From an optimization exercise on the open Yosys and OpenROAD flow, aimed at small area, a short achievable clock period and few clock cycles; shortcuts taken in it are not production practice.
Where RTL was checked, it was by simulation tests only, not by an equivalence proof against the original.
Power is estimated from default activity; no workload was simulated.

==> flow/design.v <==
package sled_pkg;
  localparam int BUF_BYTES = 64;    
  localparam int STORE     = 62;    
  localparam int AGE_W     = 6;     
  localparam int GRP       = 16;    
  localparam int GRP_W     = $clog2(GRP);
  localparam int NGRP      = 64 / GRP;
  localparam logic [7:0] START_MARK = 8'h50;
  localparam logic [7:0] END_MARK   = 8'h45;
  localparam logic [1:0] KIND_PAYLOAD  = 2'd0;
  localparam logic [1:0] KIND_EMPTY    = 2'd1;
  localparam logic [1:0] KIND_OVERFLOW = 2'd2;
endpackage
import sled_pkg::*;
module sled_ram #(
  parameter int DEPTH = STORE
) (
  input  logic               clk,
  input  logic [DEPTH-1:0]   en,
  input  logic [7:0]         wdata,
  output logic [DEPTH*8-1:0] bytes_o
);
  logic [7:0] sr [DEPTH];
  always_ff @(posedge clk) begin
    if (en[0]) sr[0] <= wdata;
    for (int k = 1; k < DEPTH; k++) begin
      if (en[k]) sr[k] <= sr[k-1];
    end
  end
  always_comb begin
    for (int k = 0; k < DEPTH; k++) bytes_o[k*8 +: 8] = sr[k];
  end
endmodule
import sled_pkg::*;
module sled_front (
  input  logic       clk,
  input  logic       rst_n,
  input  logic       in_tvalid,
  output logic       in_tready,
  input  logic [7:0] in_tdata,
  output logic       q_valid,
  output logic [7:0] q_data,
  output logic       q_is_end,
  input  logic       room_n
);
  logic rdy_r;
  assign in_tready = rdy_r;
  assign q_valid   = in_tvalid && rdy_r;
  assign q_data    = in_tdata;
  assign q_is_end  = (in_tdata == END_MARK);
  always_ff @(posedge clk) begin
    if (!rst_n) begin
      rdy_r <= 1'b0;
    end else begin
      rdy_r <= room_n;
    end
  end
endmodule
import sled_pkg::*;
module sled_back (
  input  logic               clk,
  input  logic               rst_n,
  input  logic               q_valid,
  input  logic [7:0]         q_data,
  input  logic               q_is_end,
  output logic [STORE-1:0]   en,
  output logic               room_n,
  input  logic [STORE*8-1:0] bytes_i,
  output logic               out_tvalid,
  input  logic               out_tready,
  output logic [7:0]         out_tdata,
  output logic               out_tlast,
  output logic [1:0]         out_tuser
);
  logic [7:0]       hgt_r;
  logic [6:0]       lgt_r;
  logic             full_r;
  logic             has_r;
  logic             gh_r [NGRP];
  logic [GRP_W-1:0] gi_r [NGRP];
  logic [STORE-1:0] tag_r;        
  logic             prev_t_r;     
  logic             prev_z_r;     
  logic             s0v_r, s1v_r;
  logic [7:0]       s0d_r, s1d_r;
  logic             s0l_r, s1l_r;
  logic [1:0]       s0k_r, s1k_r;
  logic [7:0] b [STORE];
  always_comb begin
    for (int k = 0; k < STORE; k++) b[k] = bytes_i[k*8 +: 8];
  end
  logic consume, complete, ovf;
  assign consume  = q_valid;
  assign complete = consume && q_is_end && has_r;
  assign full_r   = hgt_r[7];
  assign ovf      = consume && !complete && full_r;
  logic [STORE-1:0] in_buf;
  logic [STORE-1:0] cand;
  always_comb begin
    for (int q = 0; q < STORE; q++) begin
      in_buf[q] = ((q / 8 == 0) || hgt_r[(q / 8 + 7) % 8]) &&
                  (hgt_r[q / 8] || ((q % 8 < 7) && lgt_r[(q % 8) % 7]));
    end
    cand[0] = (q_data == 8'd0) && (b[0] == START_MARK) && in_buf[0];
    for (int q = 1; q < STORE; q++) begin
      cand[q] = (b[q-1] == 8'(q)) && (b[q] == START_MARK) && in_buf[q];
    end
  end
  logic             has_n;
  logic             gh_n [NGRP];
  logic [GRP_W-1:0] gi_n [NGRP];
  always_comb begin
    for (int g = 0; g < NGRP; g++) begin
      gh_n[g] = 1'b0;
      gi_n[g] = '0;
      for (int k = 0; k < GRP; k++) begin
        if (g * GRP + k < STORE && cand[g*GRP+k]) begin
          gh_n[g] = 1'b1;
          gi_n[g] = GRP_W'(k);
        end
      end
    end
    has_n = 1'b0;
    for (int g = 0; g < NGRP; g++) has_n = has_n || gh_n[g];
  end
  logic [AGE_W-1:0] best;
  always_comb begin
    best = '0;
    for (int g = 0; g < NGRP; g++) begin
      if (gh_r[g]) best = {(AGE_W-GRP_W)'(g), gi_r[g]};
    end
  end
  logic s_full, tap, adv;
  assign s_full = s0v_r && s1v_r;
  assign tap    = tag_r[STORE-1];
  assign adv    = !(tap && s_full);
  always_comb begin
    for (int k = 0; k < STORE; k++) en[k] = consume || (adv && !in_buf[k]);
  end
  logic       tap_empty;
  logic       res_v, res_l;
  logic [7:0] res_d;
  logic [1:0] res_k;
  assign tap_empty = !prev_t_r && prev_z_r;   
  always_comb begin
    res_v = (tap && adv) || ovf;
    if (ovf) begin
      res_d = 8'd0;
      res_l = 1'b1;
      res_k = KIND_OVERFLOW;
    end else if (tap_empty) begin
      res_d = 8'd0;
      res_l = 1'b1;
      res_k = KIND_EMPTY;
    end else begin
      res_d = b[STORE-1];
      res_l = !tag_r[STORE-2];
      res_k = KIND_PAYLOAD;
    end
  end
  logic pop;
  logic s0v_n, s1v_n;
  assign pop = s0v_r && out_tready;
  always_comb begin
    s0v_n = s0v_r;
    s1v_n = s1v_r;
    if (pop) begin
      s0v_n = s1v_r;
      s1v_n = 1'b0;
    end
    if (res_v) begin
      if (!s0v_n) s0v_n = 1'b1;
      else        s1v_n = 1'b1;
    end
    room_n = !(s0v_n && s1v_n);
  end
  always_ff @(posedge clk) begin
    if (!rst_n) begin
      hgt_r    <= '0;
      lgt_r    <= '0;
      has_r    <= 1'b0;
      tag_r    <= '0;
      s0v_r    <= 1'b0;
      s1v_r    <= 1'b0;
    end else begin
      if (consume) begin
        if (complete) begin
          hgt_r <= '0;
          lgt_r <= '0;
        end else if (!full_r) begin
          if (lgt_r[6]) begin
            lgt_r <= '0;
            hgt_r <= {hgt_r[6:0], 1'b1};
          end else begin
            lgt_r <= {lgt_r[5:0], 1'b1};
          end
        end
        has_r <= has_n && !complete;
      end
      if (en[0]) tag_r[0] <= complete && (best == '0);
      for (int k = 1; k < STORE; k++) begin
        if (en[k]) tag_r[k] <= (complete && (best >= AGE_W'(k))) || tag_r[k-1];
      end
      s0v_r <= s0v_n;
      s1v_r <= s1v_n;
    end
    if (consume) begin
      for (int g = 0; g < NGRP; g++) begin
        gh_r[g] <= gh_n[g];
        gi_r[g] <= gi_n[g];
      end
    end
    if (en[STORE-1]) begin
      prev_t_r <= tag_r[STORE-1];
      prev_z_r <= (b[STORE-1] == 8'd0);
    end
    if (pop || !s0v_r) begin
      if (s1v_r) begin
        s0d_r <= s1d_r;
        s0l_r <= s1l_r;
        s0k_r <= s1k_r;
      end else begin
        s0d_r <= res_d;
        s0l_r <= res_l;
        s0k_r <= res_k;
      end
    end
    if (res_v && s0v_r && !(pop && !s1v_r)) begin
      s1d_r <= res_d;
      s1l_r <= res_l;
      s1k_r <= res_k;
    end
  end
  assign out_tvalid = s0v_r;
  assign out_tdata  = s0d_r;
  assign out_tlast  = s0l_r;
  assign out_tuser  = s0k_r;
endmodule
import sled_pkg::*;
module start_length_end_deframer_unit (
  input  logic       clk,
  input  logic       rst_n,
  input  logic       in_tvalid,
  output logic       in_tready,
  input  logic [7:0] in_tdata,    
  output logic       out_tvalid,
  input  logic       out_tready,
  output logic [7:0] out_tdata,   
  output logic       out_tlast,
  output logic [1:0] out_tuser    
);
  logic               q_valid;
  logic [7:0]         q_data;
  logic               q_is_end;
  logic               room_n;
  logic [STORE-1:0]   en;
  logic [STORE*8-1:0] bytes;
  sled_front u_front (
    .clk       (clk),
    .rst_n     (rst_n),
    .in_tvalid (in_tvalid),
    .in_tready (in_tready),
    .in_tdata  (in_tdata),
    .q_valid   (q_valid),
    .q_data    (q_data),
    .q_is_end  (q_is_end),
    .room_n    (room_n)
  );
  sled_ram u_ram (
    .clk     (clk),
    .en      (en),
    .wdata   (q_data),
    .bytes_o (bytes)
  );
  sled_back u_back (
    .clk        (clk),
    .rst_n      (rst_n),
    .q_valid    (q_valid),
    .q_data     (q_data),
    .q_is_end   (q_is_end),
    .en         (en),
    .room_n     (room_n),
    .bytes_i    (bytes),
    .out_tvalid (out_tvalid),
    .out_tready (out_tready),
    .out_tdata  (out_tdata),
    .out_tlast  (out_tlast),
    .out_tuser  (out_tuser)
  );
endmodule
export LEC_CHECK = 0
export ABC_AREA = 1
export CAP_MARGIN = 20
export CORE_MARGIN = 2
export CORE_UTILIZATION = 55
export CTS_CLUSTER_DIAMETER = 60
export CTS_CLUSTER_SIZE = 25
export SETUP_SLACK_MARGIN = 3.2
export SLEW_MARGIN = 20
create_clock -name core_clock -period 5.5 [get_ports {clk}]
run.sh (not shown) runs the stock make flow with config.mk's settings and CLKGATE_MAP_FILE= SYNTH_SCRIPT=/design/flow/synth_recipe.tcl, a recipe that flattens the netlist after the stock synthesis.
The starting point completed with no timing, DRC or antenna violations.
Testbench counts at the start, summed over its fixed seeds: cycles 12,679.
==> next run, changes <==
Settings changed: CORE_UTILIZATION 55 to 70, CTS_CLUSTER_DIAMETER 60 to 70, CTS_CLUSTER_SIZE 25 to 28, SETUP_SLACK_MARGIN 3.2 to 3.4.
=> Sequential cell count is unchanged. Routed wire length climbs by 2.1%. Worst setup slack gets better by 0.033 ns. Final area climbs by about 0.66%.

* * *

Setup of run A:
// start_length_end_deframer_unit: RTL as listed in full above, without the edits since
make LEC_CHECK=0 ABC_AREA=1 CAP_MARGIN=20 CORE_MARGIN=2 CORE_UTILIZATION=55 CTS_CLUSTER_DIAMETER=70 CTS_CLUSTER_SIZE=28 SETUP_SLACK_MARGIN=3.4 SLEW_MARGIN=20 finish   # period 5.5 ns
Testbench counts of run A, summed over its fixed seeds: cycles 12,679.
For run B, these inputs were changed with respect to run A:
- TNS_END_PERCENT newly set to 40
### Flow results
The first-pass GRT wire length was comparable across run B and run A. Compare run B and run A | sequential share of layout area higher: run A. Run A -> run B: critical-path maximum fanout delta 0, exact match. Lower worst reg-to-reg path cell count among run B and run A: run B. Between run B and run A, it is run B whose worst slack on hold paths is higher, by 0.0081 ns. The relative contribution of combinational cells to total power of run A and that of run B are within noise of each other. When run B is measured against run A, its fraction of the cycle the final worst path needs turns out 0.24 points lower. According to the power report, total power for run B is lower than for run A. Where total vias in the final route is concerned, run A is better than run B. Side by side, clock-buffer cell count turned out lower in run B than in run A. Taking run A as the reference point, the total wire length of run B rises by 1.6 mm.
What run C does differently from run B at the input level:
- CTS_CLUSTER_DIAMETER now 60, was 70
- TNS_END_PERCENT no longer set, was 40
- SETUP_SLACK_MARGIN now 3.0, was 3.4
- CTS_CLUSTER_SIZE now 25, was 28
### Flow results
Post-layout minimum cycle time up 0.24 ns in run C wrt run B
Run C reports its capturing instance or port of the critical path as u_back.s1d_r[5] while run B reports out_tuser[0].
On hold slack, run C and run B are neck and neck.
Share of the clock period used by the worst path after layout delta for run C relative to run B: 4.4 points higher
Summary: relative max-transition margin, run C better than run B
Having completed the whole flow, run C delivered a layout that passed the timing, DRC and antenna checks.
Category of the critical setup timing path = register to primary output: run B; category of the critical setup timing path = input pin to register: run C
Net count after synthesis: run B vs run C identical
### run C -> run D
- a change of CTS_CLUSTER_DIAMETER from 60 to 70
- a change of CTS_CLUSTER_SIZE from 25 to 28
- a change of SETUP_SLACK_MARGIN from 3.0 to 3.2
### Flow results
Summary — total wire length after detailed routing, run D relative to run C: higher, by 680 µm.
Run D against run C: overall global routing resource usage grew by 0.34 points, part of the cycle the worst path needs decreased by 1.9 points relative to the old numbers.

* * *

Setup of build 56:
RTL: the design.v shown in full above, as it stands there.
clock: 5.5 ns
lec_check: 0
abc_area: 1
cap_margin: 20
core_margin: 2
core_utilization: 70
cts_cluster_diameter: 70
cts_cluster_size: 28
setup_slack_margin: 3.6
slew_margin: 20
Build 56 finished every stage and its layout cleared the timing, DRC and antenna checks.
Testbench counts of build 56, summed over its fixed seeds: cycles 12,679.
[inputs] build 58 vs build 56
Settings: CORE_UTILIZATION changed from 70 to 55; TNS_END_PERCENT newly set to 10; SETUP_SLACK_MARGIN changed from 3.6 to 3.4.
==> results.txt <==
Compared with build 56, build 58 has extra setup slack. Build 58 drops fewer vias than build 56. Summary: with build 56 as the reference, non-clock buffer count in build 58 moved down by more than a quarter. Fraction of area in clock buffers and inverters: build 58 > build 56.
Here is what was changed in the inputs of build 97 compared with build 58.
Settings: clearing TNS_END_PERCENT, which used to be 10; swapping 3.4 for 3.5 in SETUP_SLACK_MARGIN.
==> results.txt <==
- u_back.tag_r[23]$_SDFFE_PN0P_ as the worst setup path endpoint was reported by build 97, and out_tdata[5] by build 58.
- Power share of the combinational group is lower on build 58
- Delta (build 97 minus build 58): post-detailed-routing wire length increased by about 3.2% relative to the old numbers; post-synthesis to final-layout area growth higher; final area went up by about 3.4%; worst slack after detailed placement moved down.
- [build 97] number of global-route vias before repair rose about 2.4% relative to build 58
- Build 58 → build 97: non-clock buffer count has increased, post-layout worst setup margin has increased, hold slack has decreased.

* * *

Another version of the RTL of start_length_end_deframer_unit (not shown whole).
Size: roughly 2200 cells after synthesis, ~620 flip-flops, roughly 25 I/O pins, about 0.025 mm^2 of cells after synthesis.
make LEC_CHECK=0 ABC_AREA=1 CAP_MARGIN=20 CORE_MARGIN=2 CORE_UTILIZATION=55 CTS_CLUSTER_DIAMETER=60 CTS_CLUSTER_SIZE=25 SETUP_SLACK_MARGIN=3.6 SLEW_MARGIN=20 finish   # period 5.5 ns
The first run passed the timing, DRC and antenna checks.
Testbench counts at the start, summed over its fixed seeds: cycles 12,679.
Next try:
SETUP_SLACK_MARGIN = 3.4   (was 3.6)
After rerunning: Total power fell by 0.41%. Wire length went down by about 7%. Die area stays the same. Synthesized area does not change. Cell count falls by about 3%. Maximum frequency decreases by 3.1%. Worst setup slack loses 0.072 ns. Final area decreases by 6.7%.

* * *

## the reference run
start_length_end_deframer_unit, a different RTL version from the one above (not shown whole).
Size in the first run: about 2000 cells after synthesis, roughly 610 flip-flops, about 25 I/O pins.
Settings: LEC_CHECK=0, CAP_MARGIN=20, CORE_MARGIN=2, CORE_UTILIZATION=40, SETUP_SLACK_MARGIN=3.0, SLEW_MARGIN=20; clock period 5.5 ns.
The reference run went all the way through synthesis, placement and routing and the layout is clean on timing, DRC and antenna.
Testbench counts of the reference run, summed over its fixed seeds: cycles 13,043.
Changes in the trial run relative to the reference run:
- SETUP_SLACK_MARGIN changed from 3.0 to 3.5
==> comparison <==
Delta (the trial run minus the reference run): area growth from synthesis to final layout now larger; worst-case reg-to-reg path depth saw a decrease; sum of routed wire segments on met1 moved up; largest net degree at the start of global routing fell 59%; clock insertion delay at the later pin of the skew report neither gained nor lost much.
The trial run against the reference run: total power consumption of the routed design saw an increase; final cell count saw an increase.
As of the trial run, routed wire length had risen by a little under 10% compared to the reference run.
Summary of the trial run over the reference run: count of buffers from port buffering was more or less identical, total non-filler cell area in the finished layout now sits higher.

* * *

Another version of the RTL of start_length_end_deframer_unit (not shown whole).
Size: about 3300 cells after synthesis, ~25 I/O pins, about 0.030 mm2 of cells after synthesis.
clock: 5.5 ns
lec_check: 0
abc_area: 1
cap_margin: 20
core_margin: 2
core_utilization: 40
cts_cluster_diameter: 80
cts_cluster_size: 30
setup_slack_margin: 2.7
slew_margin: 20
Testbench counts at the start, summed over its fixed seeds: cycles 13,035.
Rerun with:
Settings changed: SETUP_SLACK_MARGIN 2.7 to 3.0.
Outcome:
- power rose slightly
- worst hold slack improved by 4.7 ps
- maximum frequency increases by a little under a tenth
- wire length rose slightly
- worst setup slack improved by 220 ps

* * *

start_length_end_deframer_unit, a different RTL version from the one above (not shown whole).
For scale: about 580 flip-flops, ~25 I/O pins, roughly 26000 um2 of cells after synthesis.
Settings: LEC_CHECK=0, CAP_MARGIN=20, CORE_MARGIN=2, CORE_UTILIZATION=40, SLEW_MARGIN=20; clock period 5.5 ns.
The baseline completed with no timing, DRC or antenna violations.
Change:
--- a/flow/config.mk
+++ b/flow/config.mk
@@ -9,3 +9,4 @@
 export CORE_MARGIN = 2
 export CORE_UTILIZATION = 40
+export SETUP_SLACK_MARGIN = 3.0
 export SLEW_MARGIN = 20
Wire length went up by about 10%.
Hold slack loses 0.0037 ns.
Synthesized cell count stays the same.
Area after synthesis is unchanged.
Setup slack gains 1.3 ns.
Clock skew hardly moves.
Via count went up by 10%.
First-iteration DRC count went up by about 5%.
Clock-buffer cell count went down by 1.
Function was not checked in any run of this note: the RTL went through the layout flow alone.

-- static timing again, ports no longer ideal --
In the flow no input, the clock included, has a driving cell. The finished layouts below were timed again as built, in two steps.
Step 1: set_driving_cell puts a clkbuf_16 on clk and a buf_2 on each other input, an assumption about the parent block.
Step 2, shift: input delay + t, output delay - t, t = (earliest + latest rising clock arrival at the registers) / 2. This alone moves slack from input paths to output paths.
a / b / c = ideal / step 1 / step 2; a / b = the first two.
| run | t (ns) | setup WS [ns] | latest minus earliest clock arrival (ns) | worst data-port slew with drivers (ns) |
|---|---|---|---|---|
| the first run of note 1 | 0.642 | 3.188 / 3.188 / 2.715 | 0.040 / 0.040 | 0.03 |
| the second run of note 1 | 0.605 | 3.221 / 3.221 / 2.783 | 0.032 / 0.033 | 0.05 |
| run A | 0.639 | 3.261 / 3.203 / 2.753 | 0.038 / 0.037 | 0.04 |
| run B | 0.627 | 3.274 / 3.218 / 2.765 | 0.029 / 0.029 | 0.05 |
| run C | 0.644 | 3.033 / 3.064 / 2.422 | 0.023 / 0.022 | 0.03 |
| run D | 0.629 | 3.137 / 3.137 / 2.683 | 0.024 / 0.025 | 0.03 |
| build 56 | 0.646 | 2.604 / 2.604 / 2.177 | 0.033 / 0.032 | 0.06 |
| build 58 | 0.629 | 3.269 / 3.217 / 2.792 | 0.029 / 0.029 | 0.07 |
| build 97 | 0.637 | 3.279 / 3.228 / 2.769 | 0.027 / 0.027 | 0.05 |
| the first run of note 4 | 0.658 | 3.245 / 3.245 / 2.617 | 0.038 / 0.038 | 0.04 |
| the second run of note 4 | 0.649 | 3.174 / 3.175 / 2.552 | 0.026 / 0.026 | 0.04 |
| the reference run | 0.671 | 2.851 / 2.851 / 2.288 | 0.036 / 0.036 | 0.05 |
| the trial run | 0.674 | 2.781 / 2.781 / 2.172 | 0.034 / 0.034 | 0.05 |
| the first run of note 6 | 0.723 | 2.695 / 2.632 / 2.069 | 0.040 / 0.040 | 0.03 |
| the second run of note 6 | 0.722 | 2.914 / 2.914 / 2.425 | 0.040 / 0.040 | 0.03 |
| the first run of note 7 | 0.700 | 0.736 / 0.736 / 0.736 | 0.022 / 0.022 | 0.04 |
| the second run of note 7 | 0.727 | 2.078 / 2.011 / 2.078 | 0.024 / 0.024 | 0.04 |
After both steps every run listed still meets setup and hold. The setup slack of the first run of note 4, which loses most, moves by 0.000 ns with the drivers and by -0.628 ns with both steps.
